Source: an optimization exercise on an open RTL-to-GDS flow (aim: small area). Production flows keep margins and buffers that such runs may drop. At most, simulation tests tie the RTL to the original design; equivalence was not proved.

## run A
==> flow/design.v <==
package alb_pkg;
    localparam int SAMPLE_W   = 10;     
    localparam int LEVEL_W    = 5;      
    localparam int CFG_W      = 4;      
    localparam int CFG_IDX_W  = 2;
    localparam int WINDOW_LEN = 10;
    localparam int SUM_W      = 14;     
endpackage
module alb_window (
    input  logic                          aclk,
    input  logic                          aresetn,
    input  logic                          upd,       
    input  logic [alb_pkg::SAMPLE_W-1:0]  in_sample,
    output logic [alb_pkg::SUM_W-1:0]     sum_m10
);
    localparam int N = alb_pkg::WINDOW_LEN;
    localparam int W = alb_pkg::SUM_W;
    logic [alb_pkg::SAMPLE_W-1:0] ent [N];    
    logic [3:0]                   cnt;        
    logic                         first;
    logic [W-1:0]                 op_b, op_c, csa_s, csa_c, sum_next;
    assign first = (cnt == 4'd0);
    assign op_b = first ? {3'b000, in_sample, 1'b0} : {4'b0000, in_sample};
    assign op_c = first ? {1'b0, in_sample, 3'b000} : ~{4'b0000, ent[N-1]};
    always_comb begin
        logic c;
        csa_s    = sum_m10 ^ op_b ^ op_c;
        csa_c    = {(sum_m10[W-2:0] & op_b[W-2:0]) | (sum_m10[W-2:0] & op_c[W-2:0]) | (op_b[W-2:0] & op_c[W-2:0]), !first};
        c        = 1'b0;
        for (int i = 0; i < W; i++) begin
            sum_next[i] = csa_s[i] ^ csa_c[i] ^ c;
            c           = (csa_s[i] & csa_c[i]) | (csa_s[i] & c) | (csa_c[i] & c);
        end
    end
    always_ff @(posedge aclk) begin
        if (upd) begin
            ent[0] <= in_sample;
            for (int i = 1; i < N - 1; i++) begin
                ent[i] <= ent[i-1];
            end
        end
        if (upd && (first || cnt == 4'(N))) begin
            ent[N-1] <= first ? in_sample : ent[N-2];
        end
    end
    always_ff @(posedge aclk) begin
        if (!aresetn) begin
            cnt     <= '0;
            sum_m10 <= 14'h3ff6;    
        end else if (upd) begin
            if (cnt != 4'(N)) begin
                cnt <= cnt + 4'd1;
            end
            sum_m10 <= sum_next;
        end
    end
endmodule
module alb_scale (
    input  logic                       aclk,
    input  logic                       aresetn,
    input  logic                       in_valid,
    output logic                       in_ready,
    input  logic [alb_pkg::SUM_W-1:0]  sum_m10,
    output logic                       out_valid,
    input  logic                       out_ready,
    input  logic [alb_pkg::CFG_W-1:0]  min_level,
    input  logic [alb_pkg::CFG_W-1:0]  max_level,
    output logic [alb_pkg::CFG_W-1:0]  target
);
    function automatic [4:0] div10_step(input [4:0] v);
        case (v)
            5'd10:   div10_step = {1'b1, 4'd0};
            5'd11:   div10_step = {1'b1, 4'd1};
            5'd12:   div10_step = {1'b1, 4'd2};
            5'd13:   div10_step = {1'b1, 4'd3};
            5'd14:   div10_step = {1'b1, 4'd4};
            5'd15:   div10_step = {1'b1, 4'd5};
            5'd16:   div10_step = {1'b1, 4'd6};
            5'd17:   div10_step = {1'b1, 4'd7};
            5'd18:   div10_step = {1'b1, 4'd8};
            5'd19:   div10_step = {1'b1, 4'd9};
            default: div10_step = {1'b0, v[3:0]};
        endcase
    endfunction
    function automatic [13:0] add14(input [13:0] a, input [13:0] b, input cin);
        logic c;
        c = cin;
        for (int i = 0; i < 14; i++) begin
            add14[i] = a[i] ^ b[i] ^ c;
            c        = (a[i] & b[i]) | (a[i] & c) | (b[i] & c);
        end
    endfunction
    logic        va_reg, vp_reg, adv;
    logic [9:0]  a, a_reg;
    logic [3:0]  d;
    logic        crossed;
    logic [13:0] p;
    logic [3:0]  p_hi_reg, p_lo_reg;
    logic        p_ones_reg;
    logic        c;
    assign adv      = !vp_reg || out_ready;
    assign in_ready = adv;
    always_comb begin
        logic [3:0] r;
        logic [4:0] o;
        r = sum_m10[13:10];
        for (int i = 9; i >= 0; i--) begin
            o    = div10_step({r, sum_m10[i]});
            a[i] = o[4];
            r    = o[3:0];
        end
    end
    always_comb begin
        logic b;
        b = 1'b0;
        for (int i = 0; i < 4; i++) begin
            d[i] = max_level[i] ^ min_level[i] ^ b;
            b    = (!max_level[i] & min_level[i]) | (!(max_level[i] ^ min_level[i]) & b);
        end
        crossed = b;
    end
    always_comb begin
        logic [13:0] acc;
        acc = d[0] ? 14'(a_reg) << 1 : 14'(a_reg);
        acc = add14(acc, d[1] ? 14'(a_reg) << 1 : 14'd0, 1'b0);
        acc = add14(acc, d[2] ? 14'(a_reg) << 2 : 14'd0, 1'b0);
        acc = add14(acc, d[3] ? 14'(a_reg) << 3 : 14'd0, 1'b0);
        p   = acc;
    end
    always_comb begin
        logic cc;
        cc = 1'b1;
        for (int i = 0; i < 4; i++) begin
            cc = (p_lo_reg[i] & p_hi_reg[i]) | (p_lo_reg[i] & cc) | (p_hi_reg[i] & cc);
        end
        c = cc & p_ones_reg;
    end
    always_comb begin
        logic cc;
        cc = !c;
        for (int i = 0; i < 4; i++) begin
            target[i] = max_level[i] ^ !p_hi_reg[i] ^ cc;
            cc        = (max_level[i] & !p_hi_reg[i]) | (max_level[i] & cc) | (!p_hi_reg[i] & cc);
        end
    end
    always_ff @(posedge aclk) begin
        if (!aresetn) begin
            va_reg <= 1'b0;
            vp_reg <= 1'b0;
        end else begin
            if (adv) begin
                va_reg <= in_valid;
                vp_reg <= va_reg;
            end
        end
    end
    always_ff @(posedge aclk) begin
        if (adv) begin
            a_reg <= crossed ? 10'h3ff : a;
        end
        if (adv) begin
            p_hi_reg   <= p[13:10];
            p_lo_reg   <= p[3:0];
            p_ones_reg <= &p[9:4];
        end
    end
    assign out_valid = vp_reg;
endmodule
module alb_level (
    input  logic [alb_pkg::CFG_W-1:0]  target,
    input  logic [alb_pkg::CFG_W-1:0]  level,
    output logic [alb_pkg::CFG_W-1:0]  level_next,
    output logic                       moved
);
    logic below;    
    always_comb begin
        logic b;
        b = 1'b0;
        for (int i = 0; i < 4; i++) begin
            b = (!target[i] & level[i]) | (!(target[i] ^ level[i]) & b);
        end
        below = b;
        moved = (target != level);
    end
    always_comb begin
        logic c;
        c = 1'b0;
        for (int i = 0; i < 4; i++) begin
            level_next[i] = level[i] ^ (i == 0 ? moved : below) ^ c;
            c             = (level[i] & (i == 0 ? moved : below)) | (level[i] & c) | ((i == 0 ? moved : below) & c);
        end
    end
endmodule
module ambient_light_brightness_tracker (
    input  logic                  aclk,
    input  logic                  aresetn,
    input  logic                  cfg_wr_en,
    input  logic [alb_pkg::CFG_IDX_W-1:0]  cfg_index,
    input  logic [alb_pkg::CFG_W-1:0]      cfg_wdata,
    input  logic                  s_valid,
    output logic                  s_ready,
    input  logic [alb_pkg::SAMPLE_W-1:0]   s_light_sample,
    output logic                  m_valid,
    input  logic                  m_ready,
    output logic signed [alb_pkg::LEVEL_W-1:0] m_level,
    output logic                  m_level_written,
    output logic signed [alb_pkg::LEVEL_W-1:0] m_target_level
);
    logic                        auto_enable;
    logic [alb_pkg::CFG_W-1:0]   manual_level, min_level, max_level;
    logic                        v1, r1, r2, upd;
    logic [alb_pkg::SUM_W-1:0]   sum_m10;
    logic [alb_pkg::CFG_W-1:0]   target, level_reg, level_next;
    logic                        moved;
    always_ff @(posedge aclk) begin
        if (!aresetn) begin
            auto_enable  <= 1'b1;
            manual_level <= 4'd8;
            min_level    <= 4'd0;
            max_level    <= 4'd15;
        end else if (cfg_wr_en) begin
            case (cfg_index)
                2'd0: auto_enable  <= cfg_wdata[0];
                2'd1: manual_level <= cfg_wdata;
                2'd2: min_level    <= cfg_wdata;
                2'd3: max_level    <= cfg_wdata;
                default: ;
            endcase
        end
    end
    assign r1      = r2;
    assign s_ready = r1;
    assign upd     = s_valid && r1 && auto_enable;
    alb_window u_window (
        .aclk      (aclk),
        .aresetn   (aresetn),
        .upd       (upd),
        .in_sample (s_light_sample),
        .sum_m10   (sum_m10)
    );
    alb_scale u_scale (
        .aclk      (aclk),
        .aresetn   (aresetn),
        .in_valid  (v1),
        .in_ready  (r2),
        .sum_m10   (sum_m10),
        .out_valid (m_valid),
        .out_ready (m_ready),
        .min_level (min_level),
        .max_level (max_level),
        .target    (target)
    );
    alb_level u_level (
        .target     (target),
        .level      (level_reg),
        .level_next (level_next),
        .moved      (moved)
    );
    always_ff @(posedge aclk) begin
        if (!aresetn) begin
            v1        <= 1'b0;
            level_reg <= '0;
        end else begin
            if (r1) begin
                v1 <= s_valid;
            end
            if (m_valid && m_ready && auto_enable) begin
                level_reg <= level_next;
            end
        end
    end
    assign m_level         = auto_enable ? {1'b0, level_next} : {1'b0, manual_level};
    assign m_level_written = auto_enable ? moved : 1'b1;
    assign m_target_level  = auto_enable ? {1'b0, target} : 5'd0;
endmodule
Settings: LEC_CHECK=0, ABC_AREA=1, CAP_MARGIN=20, CORE_MARGIN=2, CORE_UTILIZATION=40, CTS_BUF_LIST=sky130_fd_sc_hd__clkbuf_8, PLACE_DENSITY=0.6, SLEW_MARGIN=20; clock period 7.0 ns.
standard.sh (not shown) runs the stock make flow with config.mk's settings and CLKGATE_MAP_FILE= SYNTH_SCRIPT=/design/flow/synth_recipe.tcl, a recipe that flattens the netlist after the stock synthesis.
==> flow/flow/run.sh <==
#!/bin/bash
# Standard layout, with three changes: ABC maps for area only (flow/abc_area.script
# replaces ORFS's abc_area.script in a copy of the ORFS scripts), the port
# buffers are the smallest buffer, and clock tree synthesis adds no dummy loads.
# Every tool's output goes to a log here.
set -euo pipefail
rm -rf scr
cp -r "$FLOW_HOME/scripts" scr
cp flow/abc_area.script scr/abc_area.script
bash standard.sh SCRIPTS_DIR="$PWD/scr" BUFFER_PORTS_ARGS="-buffer_cell sky130_fd_sc_hd__buf_1" \
    CTS_ARGS="-sink_clustering_enable -repair_clock_nets -buf_list sky130_fd_sc_hd__clkbuf_8 -dont_use_dummy_load" \
    > make_finish.log 2>&1
==> flow/flow/abc_area.script <==
strash
dch
map -a -B 0.9
mfs2
strash
dch
map -a -B 0.9
topo
[inputs] run B vs run A
--- a/flow/design.v
+++ b/flow/design.v
@@ -91,14 +91,13 @@
         end
     endfunction
     logic        va_reg, vp_reg, adv;
     logic [9:0]  a, a_reg;
-    logic [3:0]  d;
-    logic        crossed;
+    logic [3:0]  d, d_reg;
+    logic        crossed, crossed_reg;
     logic [13:0] p;
-    logic [3:0]  p_hi_reg, p_lo_reg;
-    logic        p_ones_reg;
-    logic        c;
+    logic [3:0]  p_hi_reg;
+    logic        c, c_reg;
     assign adv      = !vp_reg || out_ready;
     assign in_ready = adv;
     always_comb begin
         logic [3:0] r;
@@ -120,25 +119,25 @@
         crossed = b;
     end
     always_comb begin
         logic [13:0] acc;
-        acc = d[0] ? 14'(a_reg) << 1 : 14'(a_reg);
-        acc = add14(acc, d[1] ? 14'(a_reg) << 1 : 14'd0, 1'b0);
-        acc = add14(acc, d[2] ? 14'(a_reg) << 2 : 14'd0, 1'b0);
-        acc = add14(acc, d[3] ? 14'(a_reg) << 3 : 14'd0, 1'b0);
+        acc = d_reg[0] ? 14'(a_reg) << 1 : 14'(a_reg);
+        acc = add14(acc, d_reg[1] ? 14'(a_reg) << 1 : 14'd0, 1'b0);
+        acc = add14(acc, d_reg[2] ? 14'(a_reg) << 2 : 14'd0, 1'b0);
+        acc = add14(acc, d_reg[3] ? 14'(a_reg) << 3 : 14'd0, 1'b0);
         p   = acc;
     end
     always_comb begin
         logic cc;
         cc = 1'b1;
         for (int i = 0; i < 4; i++) begin
-            cc = (p_lo_reg[i] & p_hi_reg[i]) | (p_lo_reg[i] & cc) | (p_hi_reg[i] & cc);
-        end
-        c = cc & p_ones_reg;
+            cc = (p[i] & p[10+i]) | (p[i] & cc) | (p[10+i] & cc);
+        end
+        c = cc & (&p[9:4]);
     end
     always_comb begin
         logic cc;
-        cc = !c;
+        cc = !c_reg;
         for (int i = 0; i < 4; i++) begin
             target[i] = max_level[i] ^ !p_hi_reg[i] ^ cc;
             cc        = (max_level[i] & !p_hi_reg[i]) | (max_level[i] & cc) | (!p_hi_reg[i] & cc);
         end
@@ -154,15 +153,18 @@
             end
         end
     end
     always_ff @(posedge aclk) begin
+        d_reg       <= d;
+        crossed_reg <= crossed;
+    end
+    always_ff @(posedge aclk) begin
         if (adv) begin
-            a_reg <= crossed ? 10'h3ff : a;
+            a_reg <= crossed_reg ? 10'h3ff : a;
         end
         if (adv) begin
-            p_hi_reg   <= p[13:10];
-            p_lo_reg   <= p[3:0];
-            p_ones_reg <= &p[9:4];
+            p_hi_reg <= p[13:10];
+            c_reg    <= c;
         end
     end
     assign out_valid = vp_reg;
 endmodule
Notes after the runs:
Number of global-route vias before repair came out higher on run B than on run A. Run B vs. run A: number of multi-input combinational cells in the layout picked up an extra 11, number of buffers and inverters on the critical path decreased 2, final non-filler cell total +about 1.7%, adder and majority cell fraction of the synthesized area decreased 0.44 points, area growth from synthesis to layout climbed 0.28 points. Run A → run B: post-route fraction of the period consumed by the critical path shows an increase of 0.90 points, total I/O pin count shows no meaningful change. Run B reports a lower via density per instance than run A does. Between run B and run A, the hold slack is higher for run B. Between run A and run B, the routed wire length does not differ in any meaningful way. Of the two values seen for category of the critical setup timing path, reg2reg was produced by run A and in2reg by run B.
For run B, only the layout was checked, not whether the RTL still works.

==> separate check: timing with driven ports <==
Ports are ideal in the flow. The routed layouts listed here were re-timed in OpenROAD. Step 1 assumes that a clkbuf_16 drives the clock port and a buf_2 every other input. Step 2 adds t to the input delays and takes it off the output delays; t is the mean of the earliest and latest rising clock arrival at the registers after step 1. Input paths then give back, and output paths get back, about the clock's delay inside the block. Three values: ideal, step 1, step 2; two values: the first two.
run | t, ns | setup slack, ns | pins driven straight from the clock port
run A | 0.468 | 0.230 / 0.230 / -0.165 | 1
run B | 0.469 | 0.167 / 0.182 / -0.287 | 1
Met with ideal ports but missed after step 2: setup timing in run A and run B. The setup slack of run B, which loses most, moves by +0.015 ns with the drivers and by -0.454 ns with both steps.
